This design comes from an exercise in tuning for small area, a short achievable clock period and few clock cycles per item on the open sky130 flow, not from production work.
In this exercise RTL edits were held to simulation tests only and were not proved equivalent to the original.
Power figures rest on the tool's default switching activity, not on a simulated workload.

## JK
Design npu_top, start of the top module:
module npu_top #(
    parameter int N = 4
) (
    input  logic                  i_clk,
    input  logic                  i_rst_n,
    input  logic                  i_map_sop,
    input  logic                  i_map_eop,
    input  logic                  i_map_vld,
    input  logic [31:0]           i_map_data,
    input  logic                  i_weight_sop,
    input  logic                  i_weight_eop,
    input  logic                  i_weight_vld,
    input  logic [31:0]           i_weight_data,
    input  logic                  i_rd_sop,
    input  logic [$clog2(N)-1:0]  i_rd_col,
    output logic                  o_save_finish,
    output logic                  o_rd_vld,
    output logic                  o_rd_eop,
    output logic [15:0]           o_rd_data
);
    logic [7:0]        map_we;
    logic [7:0]        weight_we;
    logic              map_loaded;
    logic              weight_loaded;
    logic              map_done;
    logic              weight_done;
    logic              start;
    logic [3:0]        row_sel;
    logic [3:0]        col_sel;
    logic              wb;
    logic [3:0]        wb_slot;
    logic              copy;
    logic [15:0][15:0] a_mem;
    logic [15:0][15:0] b_mem;
    logic [3:0]        a_next_sel;
    logic [3:0][15:0]  a_next;
    logic [31:0]       a_one;
    logic [31:0]       a_two;
    logic [31:0]       a_neg;
    logic [3:0][15:0]  b_col;
    logic [15:0]       dot;
    logic [15:0]       dot_next;
    logic [15:0]       a_wdata_lo;
    logic [15:0]       a_wdata_hi;
    logic [15:0][15:0] c_new;
    operand_loader u_map_loader (
        .i_clk     (i_clk),
        .i_rst_n   (i_rst_n),
        .i_vld     (i_map_vld),
        .i_sop     (i_map_sop),
        .i_eop     (i_map_eop),
        .i_consume (start),
        .o_we      (map_we),
        .o_loaded  (map_loaded),
        .o_done    (map_done)
    );
    operand_loader u_weight_loader (
        .i_clk     (i_clk),
        .i_rst_n   (i_rst_n),
        .i_vld     (i_weight_vld),
        .i_sop     (i_weight_sop),
        .i_eop     (i_weight_eop),
        .i_consume (start),
  ...
For scale: ~1100 flip-flops, roughly 94 I/O pins, roughly 0.051 mm2 of cells after synthesis.
Settings: LEC_CHECK=0, ABC_AREA=1, CAP_MARGIN=20, CORE_MARGIN=2, CORE_UTILIZATION=40, CTS_CLUSTER_DIAMETER=100, CTS_CLUSTER_SIZE=24, SETUP_SLACK_MARGIN=5, SLEW_MARGIN=20; clock period 8.0 ns.
run.sh (not shown) runs the stock make flow with config.mk's settings and CLKGATE_MAP_FILE= SYNTH_SCRIPT=/design/flow/synth_recipe.tcl, a recipe that flattens the netlist after the stock synthesis.
Testbench counts of JK, summed over its fixed seeds: cycles 12,544, items 320.
Setup changes, JK to MS
- a change of CORE_UTILIZATION from 40 to 55
- a deleted CTS_CLUSTER_DIAMETER that had been 100
- a deleted CTS_CLUSTER_SIZE that had been 24
- a deleted ABC_AREA that had been 1
- Changes observed in MS relative to JK: compound-cell area share of the yosys netlist shrank by 0.82 points, number of non-clock inverters fell by 65%, sequential standard cell area comparable, fmax -2.6%.
- The met3 demand-to-capacity share in global routing reported for MS is greater than that of JK by 1.9 points.
- [compare] base=JK new=MS: final setup skew moved down; worst setup slack decreased by 0.078 ns relative to the old numbers; hold slack moved down.
- MS vs JK — cell leakage power dropped 0.0018 uW.
- Re half-perimeter wire length of the detailed placement result: JK and MS aren't equal, and the higher value belongs to JK.
### MS -> AL
- changing CORE_UTILIZATION from 55 to 45
- setting CTS_CLUSTER_SIZE to 24 for the first time
- setting CTS_CLUSTER_DIAMETER to 100 for the first time
Notes after the runs:
Measured against each other, AL and MS differ in net total in the final layout, the lower figure coming from AL. The footprint of the multi-input gates in AL sits 0.41% above the value recorded for MS. For the maximum frequency, AL came in about 0.7% lower than MS did.

* * *

Setup of v28:
npu_top again, from the RTL that the note above started with.
make LEC_CHECK=0 CAP_MARGIN=10 CORE_MARGIN=2 CORE_UTILIZATION=40 CTS_CLUSTER_DIAMETER=100 CTS_CLUSTER_SIZE=24 SETUP_SLACK_MARGIN=5 SLEW_MARGIN=10 finish   # period 8.0 ns
v28: no failed stages, no open violations at the end
Testbench counts of v28, summed over its fixed seeds: cycles 12,544, items 320.
### v28 -> v50
Settings: swapping 10 for 20 in SLEW_MARGIN; swapping 10 for 20 in CAP_MARGIN; putting PLACE_DENSITY at 0.7 where nothing was set.
[summary]
- v50: full flow OK, the timing, design-rule and antenna checks passed
- [compare] base=v28 new=v50: total power consumption of the routed design now sits lower; non-filler instance count after layout was more or less identical; share of total power in sequential cells now larger; post-route core utilization lower.
- Clock distribution power across v50 and v28: no real change.
- On count of non-CTS buffers in the layout: v50 sits below v28.
- [diff] worst setup slack, v50 relative to v28: regression
- Clock network latency to the later pin of the worst-skew pair (v50 over v28): decrease, 30 ps
- On via count of the first global-routing pass, the lower figure sits with v28, not v50.
--- input diff v50..v55 ---
Settings: a deleted CTS_CLUSTER_DIAMETER that had been 100; a deleted CTS_CLUSTER_SIZE that had been 24; a deleted PLACE_DENSITY that had been 0.7.
Notes after the runs:
- Every run in the comparison, v55 and v50, completed the flow with a clean layout.
- Least setup slack across all paths after layout in v55 is 78 ps above v50.
- Lower count of clock-buffer cells in the layout was reported by v50, not v55.
- Via count essentially unchanged between v50 and v55.
- v55 -> v50: number of nets produced by synthesis delta 0, exact match
- In v55 the time the final worst path needs with I/O delays and setup turned out 78 ps lower than in v50.
- Diff v50 -> v55: share of the clock period used by the worst path shrank by 0.98 points; count of placed standard cells in the final layout, fillers left out shows an increase of 2.2%; met2 capacity usage during global routing rose by 2.2 points.

## static timing again, ports no longer ideal
Ports are ideal in the flow. The routed layouts listed here were re-timed in OpenROAD. Step 1 (the two cells are an assumption about what drives the block):
set clk [get_ports {i_clk}]
set_driving_cell -lib_cell sky130_fd_sc_hd__clkbuf_16 $clk
set_driving_cell -lib_cell sky130_fd_sc_hd__buf_2 [delete_from_list [all_inputs] $clk]
Step 2, shift: input delay + t, output delay - t, t = (earliest + latest rising clock arrival at the registers) / 2. This alone moves slack from input paths to output paths. a / b / c = no drivers / after step 1 / after step 2; a / b = the first two.
| run | t (ns) | setup WS [ns] | hold WS [ns] | slew at the worst register clock pin (ns) |
|---|---|---|---|---|
| JK | 0.751 | 5.037 / 4.965 / 4.386 | 0.350 / 0.350 / 0.350 | 0.11 / 0.11 |
| MS | 0.766 | 4.958 / 4.967 / 4.242 | 0.329 / 0.329 / 0.329 | 0.07 / 0.07 |
| AL | 0.728 | 4.938 / 4.983 / 4.256 | 0.339 / 0.339 / 0.339 | 0.11 / 0.11 |
| v28 | 0.746 | 5.007 / 4.987 / 4.361 | 0.341 / 0.341 / 0.341 | 0.11 / 0.11 |
| v50 | 0.721 | 4.945 / 4.945 / 4.321 | 0.336 / 0.336 / 0.336 | 0.10 / 0.10 |
| v55 | 0.760 | 5.023 / 4.974 / 4.333 | 0.328 / 0.328 / 0.328 | 0.07 / 0.07 |
After both steps setup and hold are still met in every run listed. The setup slack of MS, which loses most, moves by +0.009 ns with the drivers and by -0.716 ns with both steps.
